This is an optimization exercise on Yosys and OpenROAD, whose aim is small area, not a production implementation. Where RTL was checked, it was by simulation tests only, not by an equivalence proof against the original. Power figures rest on the tool's default switching activity, not on a simulated workload.

Setup of middle:
==> flow/design.v <==
module regfile_clr #(
    parameter int DATA_W = 32,
    parameter int ADDR_W = 5
) (
    input  logic              clk,
    input  logic              reset,
    input  logic              clear,
    input  logic [ADDR_W-1:0] rd_addr_a,
    input  logic [ADDR_W-1:0] rd_addr_b,
    output logic [DATA_W-1:0] rd_data_a,
    output logic [DATA_W-1:0] rd_data_b,
    input  logic              wr_en,
    input  logic [ADDR_W-1:0] wr_addr,
    input  logic [DATA_W-1:0] wr_data,
    output logic              ready
);
    localparam int DEPTH = 1 << ADDR_W;
    logic              ready_q;    
    logic [ADDR_W-1:0] clr_cnt_q;
    logic              par_q;      
    logic [3:0]        ra_lo_q, rb_lo_q;
    logic [DEPTH/4-1:0] ra_hi_q, rb_hi_q;
    logic [DEPTH-1:0]  sel_a_n, sel_b_n;       
    logic [DATA_W-1:0] mem_q [DEPTH];
    always_ff @(posedge clk or posedge reset) begin
        if (reset) begin
            ready_q   <= 1'b0;
            clr_cnt_q <= '0;
            par_q     <= 1'b0;
        end else begin
            par_q    <= ~(ready_q & par_q);
            if (ready_q) begin
                if (clear) ready_q <= 1'b0;
            end else begin
                clr_cnt_q <= clr_cnt_q + 1'b1;
                if (clr_cnt_q == ADDR_W'(DEPTH - 1)) ready_q <= 1'b1;
            end
        end
    end
    always_ff @(posedge clk) begin
        for (int j = 0; j < 4; j++) begin
            ra_lo_q[j] <= (rd_addr_a[1:0] == 2'(j));
            rb_lo_q[j] <= (rd_addr_b[1:0] == 2'(j));
        end
    end
    always_ff @(posedge clk or posedge reset) begin
        if (reset) begin
            ra_hi_q <= '0;
            rb_hi_q <= '0;
        end else begin
            for (int g = 0; g < DEPTH / 4; g++) begin
                ra_hi_q[g] <= (rd_addr_a[ADDR_W-1:2] == (ADDR_W-2)'(g));
                rb_hi_q[g] <= (rd_addr_b[ADDR_W-1:2] == (ADDR_W-2)'(g));
            end
        end
    end
    always_comb begin
        for (int i = 0; i < DEPTH; i++) begin
            sel_a_n[i] = ~(ra_hi_q[i / 4] & ra_lo_q[i % 4]);
            sel_b_n[i] = ~(rb_hi_q[i / 4] & rb_lo_q[i % 4]);
        end
    end
    logic              wr_ok;
    logic [DEPTH-1:0]  wr_row, hold_row;
    logic [DATA_W-1:0] col;
    assign wr_ok = wr_en & ~clear;
    assign col   = ~(wr_data ^ {DATA_W{par_q}});
    always_comb begin
        for (int i = 0; i < DEPTH; i++) begin
            wr_row[i]   = ~ready_q | (wr_ok && wr_addr == ADDR_W'(i));
            hold_row[i] = ~ready_q | ~(wr_ok && wr_addr == ADDR_W'(i));
        end
    end
    logic [DATA_W-1:0] mem_d [DEPTH];
    for (genvar i = 0; i < DEPTH; i++) begin : g_row
        regfile_clr_wrrow #(.DATA_W(DATA_W)) u_wr (
            .q(mem_q[i]), .wr(wr_row[i]), .hold(hold_row[i]), .col(col), .d(mem_d[i])
        );
    end
    always_ff @(posedge clk) begin
        for (int i = 0; i < DEPTH; i++) mem_q[i] <= mem_d[i];
    end
    logic [DEPTH*DATA_W-1:0] mem_flat;
    always_comb begin
        for (int i = 0; i < DEPTH; i++) mem_flat[i*DATA_W +: DATA_W] = mem_q[i];
    end
    regfile_clr_rdport #(.DATA_W(DATA_W), .DEPTH(DEPTH)) u_rd_a (
        .mem(mem_flat), .sel_n(sel_a_n), .par(par_q), .rd_data(rd_data_a)
    );
    regfile_clr_rdport #(.DATA_W(DATA_W), .DEPTH(DEPTH)) u_rd_b (
        .mem(mem_flat), .sel_n(sel_b_n), .par(par_q), .rd_data(rd_data_b)
    );
    assign ready     = ready_q;
endmodule
module regfile_clr_rdport #(
    parameter int DATA_W = 32,
    parameter int DEPTH  = 32
) (
    input  logic [DEPTH*DATA_W-1:0] mem,
    input  logic [DEPTH-1:0]        sel_n,
    input  logic                    par,
    output logic [DATA_W-1:0]       rd_data
);
    logic [DATA_W-1:0] rd;
    always_comb begin
        rd = '0;
        for (int i = 0; i < DEPTH; i++) rd |= ~(mem[i*DATA_W +: DATA_W] | {DATA_W{sel_n[i]}});
    end
    assign rd_data = rd ^ {DATA_W{par}};
endmodule
module regfile_clr_wrrow #(
    parameter int DATA_W = 32
) (
    input  logic [DATA_W-1:0] q,
    input  logic              wr,
    input  logic              hold,
    input  logic [DATA_W-1:0] col,
    output logic [DATA_W-1:0] d
);
    assign d = ~((q | {DATA_W{wr}}) & (col | {DATA_W{hold}}));
endmodule
clock: 5.0 ns
lec_check: 0
cap_margin: 20
core_margin: 2
core_utilization: 40
cts_buf_list: sky130_fd_sc_hd__clkbuf_16
cts_cluster_diameter: 80
cts_cluster_size: 28
slew_margin: 20
synth_hierarchical: 1
synth_minimum_keep_size: 0
standard.sh (not shown) runs the stock make flow with config.mk's settings and CLKGATE_MAP_FILE= SYNTH_SCRIPT=/design/flow/synth_recipe.tcl, a recipe that flattens the netlist after the stock synthesis.
==> flow/flow/run.sh <==
#!/bin/bash
# Own layout flow: the standard flow (standard synthesis unchanged), with the port buffers
# made from the smallest buffer and clock tree synthesis without dummy loads.
set -euo pipefail
export BUFFER_PORTS_ARGS="-buffer_cell sky130_fd_sc_hd__buf_1"
export CTS_ARGS="-sink_clustering_enable -repair_clock_nets -sink_clustering_size 28 -sink_clustering_max_diameter 80 -buf_list sky130_fd_sc_hd__clkbuf_16 -dont_use_dummy_load"
bash standard.sh > standard_flow.log 2>&1
middle did not stop at any stage, and its layout met the timing, DRC and antenna checks.
Changes in north relative to middle:
==> flow/design.v, changed modules only <==
module regfile_clr #(
    parameter int DATA_W = 32,
    parameter int ADDR_W = 5
) (
    input  logic              clk,
    input  logic              reset,
    input  logic              clear,
    input  logic [ADDR_W-1:0] rd_addr_a,
    input  logic [ADDR_W-1:0] rd_addr_b,
    output logic [DATA_W-1:0] rd_data_a,
    output logic [DATA_W-1:0] rd_data_b,
    input  logic              wr_en,
    input  logic [ADDR_W-1:0] wr_addr,
    input  logic [DATA_W-1:0] wr_data,
    output logic              ready
);
    localparam int DEPTH = 1 << ADDR_W;
    logic              ready_q;    
    logic [ADDR_W-1:0] clr_cnt_q;
    logic              out_en_q;   
    logic              par_q;      
    logic [ADDR_W-1:0] ra_q, rb_q;             
    logic [DEPTH-1:0]  sel_a_n, sel_b_n;       
    logic [DATA_W-1:0] mem_q [DEPTH];
    always_ff @(posedge clk or posedge reset) begin
        if (reset) begin
            ready_q   <= 1'b0;
            clr_cnt_q <= '0;
            out_en_q  <= 1'b0;
            par_q     <= 1'b1;
        end else begin
            out_en_q <= 1'b1;
            par_q    <= ~(ready_q & par_q);
            if (ready_q) begin
                if (clear) ready_q <= 1'b0;
            end else begin
                clr_cnt_q <= clr_cnt_q + 1'b1;
                if (clr_cnt_q == ADDR_W'(DEPTH - 1)) ready_q <= 1'b1;
            end
        end
    end
    always_ff @(posedge clk) begin
        ra_q <= rd_addr_a;
        rb_q <= rd_addr_b;
    end
    always_comb begin
        for (int i = 0; i < DEPTH; i++) begin
            sel_a_n[i] = (ra_q != ADDR_W'(i));
            sel_b_n[i] = (rb_q != ADDR_W'(i));
        end
    end
    logic              wr_ok;
    logic [DEPTH-1:0]  wr_row, hold_row;
    logic [DATA_W-1:0] col;
    assign wr_ok = wr_en & ~clear;
    assign col   = ~(wr_data ^ {DATA_W{par_q}});
    always_comb begin
        for (int i = 0; i < DEPTH; i++) begin
            wr_row[i]   = ~ready_q | (wr_ok && wr_addr == ADDR_W'(i));
            hold_row[i] = ~ready_q | ~(wr_ok && wr_addr == ADDR_W'(i));
        end
    end
    logic [DATA_W-1:0] mem_d [DEPTH];
    for (genvar i = 0; i < DEPTH; i++) begin : g_row
        regfile_clr_wrrow #(.DATA_W(DATA_W)) u_wr (
            .q(mem_q[i]), .wr(wr_row[i]), .hold(hold_row[i]), .col(col), .d(mem_d[i])
        );
    end
    always_ff @(posedge clk) begin
        for (int i = 0; i < DEPTH; i++) mem_q[i] <= mem_d[i];
    end
    logic [DEPTH*DATA_W-1:0] mem_flat;
    always_comb begin
        for (int i = 0; i < DEPTH; i++) mem_flat[i*DATA_W +: DATA_W] = mem_q[i];
    end
    regfile_clr_rdport #(.DATA_W(DATA_W), .DEPTH(DEPTH)) u_rd_a (
        .mem(mem_flat), .sel_n(sel_a_n), .par(par_q), .en(out_en_q), .rd_data(rd_data_a)
    );
    regfile_clr_rdport #(.DATA_W(DATA_W), .DEPTH(DEPTH)) u_rd_b (
        .mem(mem_flat), .sel_n(sel_b_n), .par(par_q), .en(out_en_q), .rd_data(rd_data_b)
    );
    assign ready     = ready_q;
endmodule
module regfile_clr_rdport #(
    parameter int DATA_W = 32,
    parameter int DEPTH  = 32
) (
    input  logic [DEPTH*DATA_W-1:0] mem,
    input  logic [DEPTH-1:0]        sel_n,
    input  logic                    par,
    input  logic                    en,
    output logic [DATA_W-1:0]       rd_data
);
    logic [DATA_W-1:0] rd;
    always_comb begin
        rd = '0;
        for (int i = 0; i < DEPTH; i++) rd |= ~(mem[i*DATA_W +: DATA_W] | {DATA_W{sel_n[i]}});
    end
    assign rd_data = (rd ^ {DATA_W{par}}) & {DATA_W{en}};
endmodule
## What came out
middle finished end to end and its layout was clean on timing, DRC and antenna.
north finished every stage; the final checks, however, were not passed, the failures being setup timing.
Delta (north minus middle): wire length on met3 increased by 18% relative to the old numbers, register-to-register slack increased by 310 ps relative to the old numbers.
middle → north: final critical-path required period moved up, overall routing resource usage moved up, post-synthesis register bit count moved down.
In north, the detail-routed net length per standard cell came out 2.0% above the value in middle.
Number of instances in the synthesized netlist: middle vs north, no meaningful difference
north: wire length on met2 is about 0.9% higher than what middle reported.
Count of cell types in the netlist, middle and north: smaller value in middle
Detail-routed via count per cell (north over middle): increase, 1.3%
Combinational share of power of north is on par with middle.
Setup WNS middle -> north: worse
No functional check of the RTL was part of north.

[afterwards: timing with drivers on the ports]
No port has a modelled driver above. Below, the same layouts with a new extraction and two added sets of constraints. Step 1 assumes that a clkbuf_16 drives the clock port and a buf_2 every other input. Step 2 moves the port delays by t, midway between the first and last clock arrival at a register: inputs arrive t later, outputs are due t later. That takes back most of the time a late clock gives input paths. Slacks: ideal ports / drivers / drivers and shift; pairs: ideal ports / drivers.
run	shift t [ns]	setup WS [ns]	worst register clock-pin slew, ns	worst data-port slew with drivers (ns)
middle	0.715	0.174 / 0.102 / 0.817	0.12 / 0.12	0.10
north	0.700	-0.025 / -0.095 / 0.605	0.11 / 0.11	0.04
